This is an optimization exercise on Yosys and OpenROAD, whose aim is small area, not a production implementation. Only simulation tests tie the RTL to the original design; equivalence was not proved. Power figures rest on the tool's default switching activity, not on a simulated workload.

==> flow/design.v (excerpt) <==
module flash_download_sequencer (
   input  logic        clock,
   input  logic        reset,
   input  logic        csr_valid,
   output logic        csr_ready,
   input  logic [2:0]  csr_index,
   input  logic [31:0] csr_data,
   input  logic        req_tvalid,
   output logic        req_tready,
   input  logic [31:0] req_tdata,   
   input  logic [10:0] req_tuser,   
   output logic        rsp_tvalid,
   input  logic        rsp_tready,
   output logic [71:0] rsp_tdata,
   output logic [2:0]  rsp_tuser    
);
   localparam logic [2:0] C_PROG    = 3'd0;
   localparam logic [2:0] C_UNL_OK  = 3'd1;
   localparam logic [2:0] C_UNL_BAD = 3'd2;
   localparam logic [2:0] C_SIZE    = 3'd3;
   localparam logic [2:0] C_XFER    = 3'd4;
   localparam logic [2:0] C_EXIT    = 3'd5;
   localparam logic [2:0] C_UNK     = 3'd6;
   localparam logic [2:0] S_IDLE = 3'd0;
   localparam logic [2:0] S_PROG = 3'd1;
   localparam logic [2:0] S_UNLK = 3'd2;
   localparam logic [2:0] S_DONE = 3'd3;
   localparam logic [2:0] S_EXIT = 3'd4;
   localparam logic [2:0] S_SZ0  = 3'd6;
   localparam logic [2:0] S_SZ1  = 3'd7;
   localparam logic [2:0] R_POS    = 3'b000;
   localparam logic [2:0] R_NEG    = 3'b001;
   localparam logic [2:0] R_NONE   = 3'b010;
   localparam logic [2:0] R_LAUNCH = 3'b011;
   localparam logic [2:0] R_WRITE  = 3'b100;
   logic [10:0] program_id, unlock_id, size_id, transfer_id, exit_id;
   logic [31:0] unlock_key, image_base;
   assign csr_ready = 1'b1;
   logic [31:0] cdata;
   logic [6:0]  cwe;
   assign cdata = csr_data & {32{~reset}};
   always_comb begin
      for (int i = 0; i < 7; i++) cwe[i] = reset | (csr_valid & (csr_index == 3'(i)));
   end
   always_ff @(posedge clock) begin
      if (cwe[0]) program_id  <= {cdata[10:1], cdata[0] | reset};
      if (cwe[1]) unlock_id   <= {cdata[10:2], cdata[1] | reset, cdata[0]};
      if (cwe[2]) size_id     <= {cdata[10:2], cdata[1] | reset, cdata[0] | reset};
      if (cwe[3]) transfer_id <= {cdata[10:3], cdata[2] | reset, cdata[1:0]};
      if (cwe[4]) exit_id     <= {cdata[10:3], cdata[2] | reset, cdata[1], cdata[0] | reset};
      if (cwe[5]) unlock_key  <= cdata;
      if (cwe[6]) image_base  <= cdata;
   end
   logic [2:0] push_code;
   always_comb begin
  ...
export LEC_CHECK = 0
export CAP_MARGIN = 5
export CORE_MARGIN = 2
export CORE_UTILIZATION = 72
export PLACE_DENSITY = 0.85
export SLEW_MARGIN = 5
create_clock -name core_clock -period 4.0 [get_ports {clock}]
standard.sh (not shown) runs the stock make flow with config.mk's settings and CLKGATE_MAP_FILE= SYNTH_SCRIPT=/design/flow/synth_recipe.tcl, a recipe that flattens the netlist after the stock synthesis.
==> flow/flow/run.sh <==
#!/bin/bash
# Standard ORFS layout with two changes: the port buffers use the smallest
# buffer cell, and clock tree synthesis inserts no dummy loads and uses
# clkbuf_8 with larger sink clusters.
set -euo pipefail
export BUFFER_PORTS_ARGS="-buffer_cell sky130_fd_sc_hd__buf_1"
export CTS_ARGS="-sink_clustering_enable -repair_clock_nets -dont_use_dummy_load -buf_list sky130_fd_sc_hd__clkbuf_8 -sink_clustering_size 18 -sink_clustering_max_diameter 70"
bash standard.sh > standard_flow.log 2>&1
The baseline produced a clean layout.
Then changed:
--- a/flow/flow/run.sh
+++ b/flow/flow/run.sh
@@ -7 +7 @@
-export CTS_ARGS="-sink_clustering_enable -repair_clock_nets -dont_use_dummy_load -buf_list sky130_fd_sc_hd__clkbuf_8 -sink_clustering_size 18 -sink_clustering_max_diameter 70"
+export CTS_ARGS="-sink_clustering_enable -repair_clock_nets -dont_use_dummy_load -buf_list sky130_fd_sc_hd__clkbuf_8 -sink_clustering_size 20 -sink_clustering_max_diameter 60"
Effect:
- total power stays flat
- hold slack loses 0.0042 ns
- count of clock-buffer cells in the layout came out higher by 1
- final cell count barely changes
- worst setup slack degrades by 0.031 ns
- synthesized area stays the same
- fmax shrinks by 0.93%
- die area does not change
- combinational power is about the same
- clock skew increases by 0.012 ns

-- separate check: timing with driven ports --
The results above use ideal ports. As a check the final layouts listed here were re-extracted and re-timed, cells and wires unchanged.
Step 1, drivers: a clkbuf_16 drives clock and a buf_2 each remaining input, both assumed.
Step 2 also shifts input and output timing later by t, the mid clock arrival at the registers, as if the neighbouring blocks saw the same clock.
Slacks: ideal / step 1 / step 2; pairs: ideal / step 1.
| run | t (ns) | setup slack, ns | hold WS [ns] | worst setup path at the end |
|---|---|---|---|---|
| the first run | 0.609 | 0.693 / 0.693 / 0.693 | 0.510 / 0.488 / 0.517 | register to register |
| the second run | 0.597 | 0.662 / 0.662 / 0.662 | 0.505 / 0.489 / 0.513 | register to register |
After both steps setup and hold are still met in every run listed.
